From an optimization exercise on the open Yosys and OpenROAD flow, aimed at small area, a short achievable clock period and few clock cycles per item; shortcuts taken in it are not production practice.
Function was checked by simulation only, so behaviour that the tests miss may differ from the original.

==> run a: inputs <==
## catmull_rom_point_evaluator_unit
module catmull_rom_point_evaluator_unit (
  input  logic                          clk,
  input  logic                          rst_n,
  input  logic                          in_valid,
  output logic                          in_ready,
  input  logic [crpe_pkg::T_FRAC_BITS-1:0] in_t_frac,
  output logic                          out_valid,
  input  logic                          out_ready,
  output logic [crpe_pkg::COORD_WIDTH-1:0] curve_x,
  output logic [crpe_pkg::COORD_WIDTH-1:0] curve_y,
  input  logic                          psel,
  input  logic                          penable,
  input  logic                          pwrite,
  input  logic [crpe_pkg::CFG_AW-1:0]   paddr,
  input  logic [crpe_pkg::CFG_DW-1:0]   pwdata,
  output logic [crpe_pkg::CFG_DW-1:0]   prdata,
  output logic                          pready
);
Settings: LEC_CHECK=0, ABC_AREA=1, CAP_MARGIN=20, CORE_MARGIN=2, CORE_UTILIZATION=40, CTS_CLUSTER_DIAMETER=120, CTS_CLUSTER_SIZE=20, SETUP_SLACK_MARGIN=5, SLEW_MARGIN=20; clock period 10.0 ns.
standard.sh (not shown) runs the stock make flow with config.mk's settings and CLKGATE_MAP_FILE= SYNTH_SCRIPT=/design/flow/synth_recipe.tcl, a recipe that flattens the netlist after the stock synthesis.
==> flow/flow/run.sh <==
#!/bin/bash
# The standard layout (standard.sh, all steps), with Yosys's synth command
# given -noabc: the generic ABC pass before full-adder extraction is skipped,
# so that the explicit adder trees of the RTL reach extract_fa as written.
# The buffers that ABC inserts are removed at floorplan (REMOVE_ABC_BUFFERS),
# leaving buffering to OpenROAD's repair. The registers are those of the
# standard synthesis. Each tool's output goes to the ORFS logs under
# orfs/logs; make's output goes to standard_flow.log.
set -euo pipefail
bash standard.sh SYNTH_ARGS=-noabc REMOVE_ABC_BUFFERS=1 finish > standard_flow.log 2>&1
==> inputs of run b, as changes to run a <==
==> flow/flow/run.sh (replaced) <==
#!/bin/bash
# The standard layout (standard.sh, all steps), with Yosys's synth command
# given -noabc: the generic ABC pass before full-adder extraction is skipped,
# so that the explicit adder trees of the RTL reach extract_fa as written.
# The registers are those of the standard synthesis. Each tool's output goes
# to the ORFS logs under orfs/logs; make's output goes to standard_flow.log.
set -euo pipefail
bash standard.sh SYNTH_ARGS=-noabc finish > standard_flow.log 2>&1
- CTS_CLUSTER_DIAMETER: 120 -> unset
- CTS_CLUSTER_SIZE: 20 -> unset
==> inputs of run c, as changes to run a <==
==> flow/flow/run.sh (replaced) <==
#!/bin/bash
# The standard layout (standard.sh, all steps), with Yosys's synth command
# given -noabc: the generic ABC pass before full-adder extraction is skipped,
# so that the explicit adder trees of the RTL reach extract_fa as written.
# The registers are those of the standard synthesis. Each tool's output goes
# to the ORFS logs under orfs/logs; make's output goes to standard_flow.log.
set -euo pipefail
bash standard.sh SYNTH_ARGS=-noabc finish > standard_flow.log 2>&1
==> qor summary <==
metric	run b	run a	run c
Outcome	complete, no violations	complete, no violations	complete, no violations
CP Data Arrival Time	5.42 ns	5.47 ns	5.43 ns
Fill cell total of the finished layout	17.5k	17.7k	17.6k
Count of multi-input combinational gates	5195	5196	5195
Min setup slack post-route	5.00 ns	4.97 ns	4.97 ns
Total placed instance area	79600 um2	79500 um2	79600 um2
Clock latency at the later pin of the worst-skew pair	0.75 ns	0.70 ns	0.71 ns
GR Layer Usage met3	0.0852	0.0710	0.0782
Clock buffer cells	97	60	62
Vias in the first global route	59.9k	59.9k	59.8k
Met2 Usage GRT	0.412	0.404	0.411
Critical Path Stages	10	21	9
Multi-input logic portion of the cell area	0.616	0.624	0.626
Testbench counts of run a, summed over its fixed seeds: cycles 9,536, items 8,192.
Testbench counts of run b, summed over its fixed seeds: cycles 9,536, items 8,192.
Testbench counts of run c, summed over its fixed seeds: cycles 9,536, items 8,192.

========
==> inputs of nickel <==
Another version of the RTL of catmull_rom_point_evaluator_unit (not shown whole).
// catmull_rom_point_evaluator_unit
module catmull_rom_point_evaluator_unit (
  input  logic                          clk,
  input  logic                          rst_n,
  input  logic                          in_valid,
  output logic                          in_ready,
  input  logic [crpe_pkg::T_FRAC_BITS-1:0] in_t_frac,
  output logic                          out_valid,
  input  logic                          out_ready,
  output logic [crpe_pkg::COORD_WIDTH-1:0] curve_x,
  output logic [crpe_pkg::COORD_WIDTH-1:0] curve_y,
  input  logic                          psel,
  input  logic                          penable,
  input  logic                          pwrite,
  input  logic [crpe_pkg::CFG_AW-1:0]   paddr,
  input  logic [crpe_pkg::CFG_DW-1:0]   pwdata,
  output logic [crpe_pkg::CFG_DW-1:0]   prdata,
  output logic                          pready
);
  crpe_pkg::coord_t pt_r [crpe_pkg::NUM_REGS];
  crpe_pkg::reg_idx_t reg_idx;
  logic [15:0] rd_r;
  assign reg_idx = paddr[crpe_pkg::CFG_AW-1:2];
  assign pready  = 1'b1;
  assign prdata  = {16'd0, rd_r};
  always_ff @(posedge clk) begin
    if (!rst_n) begin
      for (int i = 0; i < crpe_pkg::NUM_REGS; i++) begin
        pt_r[i] <= crpe_pkg::reset_pt(i);
      end
    end else if (psel && penable && pwrite) begin
      pt_r[reg_idx] <= crpe_pkg::coord_t'(pwdata[crpe_pkg::COORD_WIDTH-1:0]);
    end
  end
  always_ff @(posedge clk) begin
    rd_r <= pt_r[reg_idx];
  end
  logic signed [18:0] ca_x, ca_y;
  logic signed [19:0] cb_x, cb_y;
  logic signed [16:0] cc_x, cc_y;
  ...
==> flow/config.mk <==
export PLATFORM = sky130hd
export DESIGN_NAME = catmull_rom_point_evaluator_unit
export DESIGN_NICKNAME = catmull_rom_point_evaluator_unit
export VERILOG_FILES = /design/flow/design.v
export SDC_FILE = /design/flow/constraint.sdc
export NUM_CORES = 4
export LEC_CHECK = 0
export ABC_AREA = 1
export CAP_MARGIN = 20
export CORE_MARGIN = 2
export CORE_UTILIZATION = 40
export SETUP_SLACK_MARGIN = 5
export SLEW_MARGIN = 20
==> flow/constraint.sdc <==
create_clock -name core_clock -period 10.0 [get_ports {clk}]
set_input_delay 2.0000 -clock core_clock [delete_from_list [all_inputs] [get_ports {clk}]]
set_output_delay 2.0000 -clock core_clock [all_outputs]
set_load 0.01 [all_outputs]
run.sh (not shown) runs the stock make flow with config.mk's settings and CLKGATE_MAP_FILE= SYNTH_SCRIPT=/design/flow/synth_recipe.tcl, a recipe that flattens the netlist after the stock synthesis.
Stock flow here: none of the scripts above is used.
==> ember: changes against nickel <==
--- a/flow/config.mk
+++ b/flow/config.mk
@@ -9,5 +9,4 @@
 export CAP_MARGIN = 20
 export CORE_MARGIN = 2
 export CORE_UTILIZATION = 40
-export SETUP_SLACK_MARGIN = 5
 export SLEW_MARGIN = 20
==> qor summary <==
| item | nickel | ember |
|---|---|---|
| Status | complete, no violations | complete, no violations |
| Area after DPL | 93700 sq um | 93800 sq um |
| Sequential cell area | 18300 sq um | 18300 sq um |
| Area growth from synthesis to layout | 12.7% | 7.17% |
| Number of antenna violations at the first check in global routing | 12 | 20 |
| Number of non-clock inverters in the layout | 2042 | 2039 |
| Number of clock buffers in the layout | 101 | 103 |
| Final GP Congestion | 0.995 | 1.01 |
| Critical-path maximum fanout | 16 | 33 |
| Quantity of gates resized following cts | 269 | 0 |
| First-pass GRT wire length | 479 mm | 467 mm |
| Crit-path slowest cell | sky130_fd_sc_hd__nor3_1 | sky130_fd_sc_hd__buf_4 |
Testbench counts of nickel, summed over its fixed seeds: cycles 9,536, items 8,192.
Testbench counts of ember, summed over its fixed seeds: cycles 9,536, items 8,192.

[afterwards: timing with drivers on the ports]
The flow's constraints put no driver on any port. The routed layouts listed below were extracted and timed again, unchanged, in two steps. Step 1, drivers: a clkbuf_16 drives clk and a buf_2 each remaining input, both assumed. Step 2 also shifts input and output timing later by t, the mid clock arrival at the registers, as if the neighbouring blocks saw the same clock. Three values: no drivers, after step 1, after step 2; two values: the first two.
run	shift t [ns]	slack for setup (ns)	hold WS [ns]
run a	0.766	4.972 / 4.972 / 4.570	0.455 / 0.455 / 0.455
run b	0.804	4.999 / 4.999 / 4.999	0.472 / 0.472 / 0.472
run c	0.756	4.968 / 4.968 / 4.968	0.474 / 0.474 / 0.474
nickel	0.841	4.995 / 4.998 / 4.218	0.467 / 0.467 / 0.467
ember	0.853	3.252 / 3.252 / 3.252	0.473 / 0.473 / 0.473
After both steps every run listed still meets setup and hold. For nickel, which loses most, drivers alone change the setup slack by +0.003 ns; drivers and shift together by -0.777 ns.
